Source: an optimization exercise on an open RTL-to-GDS flow (aim: small area, a short achievable clock period and few clock cycles). Production flows keep margins and buffers that such runs may drop. Function was checked by simulation only, so behaviour that the tests miss may differ from the original.

Setup of cedar:
## go_to_point_steering_controller
module go_to_point_steering_controller (
    input  logic                              clk,
    input  logic                              rst_n,
    input  logic                              in_valid,
    output logic                              in_ready,
    input  logic [1:0]                        in_kind,
    input  logic signed [15:0]                in_waypoint_x,
    input  logic signed [15:0]                in_waypoint_y,
    input  logic signed [15:0]                in_pose_x,
    input  logic signed [15:0]                in_pose_y,
    input  logic signed [14:0]                in_pose_heading,
    output logic                              out_valid,
    input  logic                              out_ready,
    output logic [14:0]                       out_linear_speed,
    output logic signed [15:0]                out_turn_rate,
    output logic [16:0]                       out_distance,
    output logic [2:0]                        out_status,
    output logic                              out_last,
    input  logic                              cfg_we,
    input  logic [gtp_pkg::CFG_IDX_W-1:0]     cfg_index,
    input  logic [gtp_pkg::CFG_DATA_W-1:0]    cfg_data
);
Size: roughly 1,100 flip-flops, about 160 I/O pins, about 89,000 um^2 of cells after synthesis.
Settings: LEC_CHECK=0, ABC_AREA=1, CAP_MARGIN=20, CORE_MARGIN=2, CORE_UTILIZATION=62, CTS_BUF_LIST=sky130_fd_sc_hd__clkbuf_8, CTS_CLUSTER_SIZE=40, SLEW_MARGIN=20; clock period 12.0 ns.
run.sh (not shown) runs the stock make flow with config.mk's settings and CLKGATE_MAP_FILE= SYNTH_SCRIPT=/design/flow/synth_recipe.tcl, a recipe that flattens the netlist after the stock synthesis.
cedar ended with every stage complete and zero timing, DRC or antenna violations.
Testbench counts of cedar, summed over its fixed seeds: cycles 1,986.
Setup changes, cedar to violet
--- a/flow/design.v
+++ b/flow/design.v
@@ -2955,25 +2955,25 @@
     input  logic                              out_ready,
     output logic [14:0]                       out_linear_speed,
     output logic signed [15:0]                out_turn_rate,
     output logic [16:0]                       out_distance,
     output logic [2:0]                        out_status,
     output logic                              out_last,
     input  logic                              cfg_we,
     input  logic [gtp_pkg::CFG_IDX_W-1:0]     cfg_index,
     input  logic [gtp_pkg::CFG_DATA_W-1:0]    cfg_data
 );
     localparam logic signed [16:0] PI_Q     = 17'sd12868;
     localparam logic signed [16:0] TWO_PI_Q = 17'sd25736;
-    localparam int TL = 15;      
+    localparam int TL = 16;      
     logic [15:0] arrive_tol_reg, deadband_reg, gain_reg;
     logic [14:0] max_turn_reg, min_speed_reg, max_speed_reg;
     logic [13:0] align_reg;
     logic [7:0]  timeout_reg;
     always_ff @(posedge clk or negedge rst_n)
     begin
         if (!rst_n)
         begin
             arrive_tol_reg <= 16'd410;
             deadband_reg   <= 16'd205;
             gain_reg       <= 16'd16384;
             max_turn_reg   <= 15'd8192;
@@ -3328,44 +3328,60 @@
     logic r10_db, r10_al, r10_arr;
     always_ff @(posedge clk)
         if (en)
         begin
             r10_ta <= g_ra[30:12];
             r10_tb <= g_rb[30:12];
             r10_tc <= g_lo[12];
             r10_dist <= p2_dist;
             r10_db <= p2_db;
             r10_al <= p2_al;
             r10_arr <= p2_arr;
         end
-    logic [18:0] r10_t, p4_hi, p4_lo;
-    logic signed [15:0] p4_turn;
-    logic [14:0] p4_lin;
+    logic [18:0] p3_t;
+    logic [14:0] p3_lin;
     always_comb
     begin
-        r10_t = r10_ta + r10_tb + 19'(r10_tc);
-        p4_hi = r10_ta + r10_tb + 19'(r10_tc) + ~(19'(max_turn_reg));    
-        p4_lo = r10_ta + r10_tb + 19'(r10_tc) + 19'(max_turn_reg);       
-        if (!r10_db)               p4_turn = 16'sd0;
-        else if (!p4_hi[18])       p4_turn = 16'(max_turn_reg);
-        else if (p4_lo[18])        p4_turn = -(16'(max_turn_reg));
-        else                       p4_turn = 16'(r10_t);
+        p3_t = r10_ta + r10_tb + 19'(r10_tc);
         if (!(r10_db && r10_al))
-            p4_lin = 15'd0;
+            p3_lin = 15'd0;
         else if (r10_dist < 17'(min_speed_reg))
-            p4_lin = (min_speed_reg > max_speed_reg) ? max_speed_reg : min_speed_reg;
+            p3_lin = (min_speed_reg > max_speed_reg) ? max_speed_reg : min_speed_reg;
         else if (r10_dist > 17'(max_speed_reg))
-            p4_lin = max_speed_reg;
+            p3_lin = max_speed_reg;
         else
-            p4_lin = r10_dist[14:0];
+            p3_lin = r10_dist[14:0];
+    end
+    logic signed [18:0] r11_t;
+    logic [14:0] r11_lin;
+    logic [16:0] r11_dist;
+    logic r11_db, r11_arr;
+    always_ff @(posedge clk)
+        if (en)
+        begin
+            r11_t    <= p3_t;
+            r11_lin  <= p3_lin;
+            r11_dist <= r10_dist;
+            r11_db   <= r10_db;
+            r11_arr  <= r10_arr;
+        end
+    logic signed [18:0] mt_s;
+    logic signed [15:0] r11_turn;
+    always_comb
+    begin
+        mt_s = 19'(max_turn_reg);
+        if (!r11_db)               r11_turn = 16'sd0;
+        else if (r11_t > mt_s)     r11_turn = 16'(mt_s);
+        else if (r11_t < -mt_s)    r11_turn = -(16'(mt_s));
+        else                       r11_turn = 16'(r11_t);
     end
     always_ff @(posedge clk or negedge rst_n)
     begin
         if (!rst_n)
         begin
             for (int j = 1; j <= TL; j++)
             begin
                 tg[j] <= TG_NONE;
                 tgs[j] <= 1'b0;
             end
         end
         else if (en)
@@ -3394,72 +3410,72 @@
         e_valid = (tge != TG_NONE);
         e_steer = tgs[TL];
         e_run = e_steer && gae;
         e_st = e_steer ? 3'd6 : tge;            
         can_load = !ov || out_ready;
         o_sb = can_load && sb_pend;
         o_sk = can_load && !sb_pend && skv;
         o_e  = can_load && !sb_pend && !skv && e_valid;
         to_sk = e_valid && !o_e && !e_run && (!skv || o_sk);
         e_take = o_e || to_sk;
         freeze = e_valid && !e_take;
         rep_fire = e_take && e_steer;
-        rep_end = gae && r10_arr;
+        rep_end = gae && r11_arr;
     end
     always_ff @(posedge clk or negedge rst_n)
     begin
         if (!rst_n)
         begin
             ov <= 1'b0; sb_pend <= 1'b0; gae <= 1'b0; skv <= 1'b0;
         end
         else
         begin
             ov <= o_sb || o_sk || o_e || (ov && !out_ready);
             if (o_sb)
                 sb_pend <= 1'b0;
-            else if (o_e && e_run && r10_arr)
+            else if (o_e && e_run && r11_arr)
                 sb_pend <= 1'b1;
             if (to_sk)
                 skv <= 1'b1;
             else if (o_sk)
                 skv <= 1'b0;
             if (e_take)
             begin
-                if (e_run && r10_arr)
+                if (e_run && r11_arr)
                     gae <= 1'b0;
                 else if (!e_steer && tge == 3'd1)
                     gae <= 1'b1;
                 else if (!e_steer && (tge == 3'd4 || tge == 3'd5))
                     gae <= 1'b0;
             end
         end
     end
     always_ff @(posedge clk)
     begin
         if (to_sk)
             skst <= e_st;
         if (o_sb)
         begin
             olin <= 15'd0; oturn <= 16'sd0; ost <= 3'd3; olast <= 1'b1;
         end
         else if (o_sk)
         begin
             olin <= 15'd0; oturn <= 16'sd0; odist <= 17'd0; ost <= skst; olast <= 1'b1;
         end
         else if (o_e)
         begin
             if (e_run)
             begin
-                olin <= p4_lin; oturn <= p4_turn; odist <= r10_dist;
-                ost <= 3'd0; olast <= !r10_arr;
+                olin <= r11_lin; oturn <= r11_turn; odist <= r11_dist;
+                ost <= 3'd0; olast <= !r11_arr;
             end
             else
             begin
                 olin <= 15'd0; oturn <= 16'sd0; odist <= 17'd0;
                 ost <= e_st; olast <= 1'b1;
             end
         end
     end
     assign out_valid        = ov;
     assign out_linear_speed = olin;
     assign out_turn_rate    = oturn;
     assign out_distance     = odist;
Findings:
Count of clock-buffer cells in the layout up 9 in violet wrt cedar. Compared with cedar, in violet maximum frequency has decreased; non-clock buffer count has decreased; fraction of registers with async set or reset after synthesis has decreased; area of placed instances has increased. violet gives more area of the mapped netlist than cedar did. Synthesized cell count: cedar and violet compared, higher one is violet. Comparing cedar and violet, the lower global routing usage on met1 was measured on violet. The run showing the greater area occupied by multi-input gates is violet. In violet relative to cedar, pin count of the biggest net entering global routing had gone up slightly. When violet is set beside cedar, its number of rows in the core area turns out to be about 1.4% larger. cedar → violet: cell area saw an increase.
Testbench counts of violet, summed over its fixed seeds: cycles 1,998.

separate check: timing with driven ports:
Ports are ideal in the flow. The routed layouts listed here were re-timed in OpenROAD. Step 1, drivers: a clkbuf_16 drives clk and a buf_2 each remaining input, both assumed. Step 2 adds t to the input delays and takes it off the output delays; t is the mean of the earliest and latest rising clock arrival at the registers after step 1. Input paths then give back, and output paths get back, about the clock's delay inside the block. Slacks: ideal ports / drivers / drivers and shift; pairs: ideal ports / drivers.
| run | t, ns | setup slack, ns | latest minus earliest clock arrival (ns) | slew at the worst register clock pin (ns) | pins driven straight from the clock port |
|---|---|---|---|---|---|
| cedar | 0.976 | 5.989 / 6.039 / 5.063 | 0.068 / 0.068 | 0.08 / 0.08 | 1 |
| violet | 0.988 | 5.760 / 5.808 / 4.819 | 0.054 / 0.053 | 0.07 / 0.07 | 1 |
After both steps every run listed still meets setup and hold. The setup slack of violet, which loses most, moves by +0.048 ns with the drivers and by -0.941 ns with both steps.
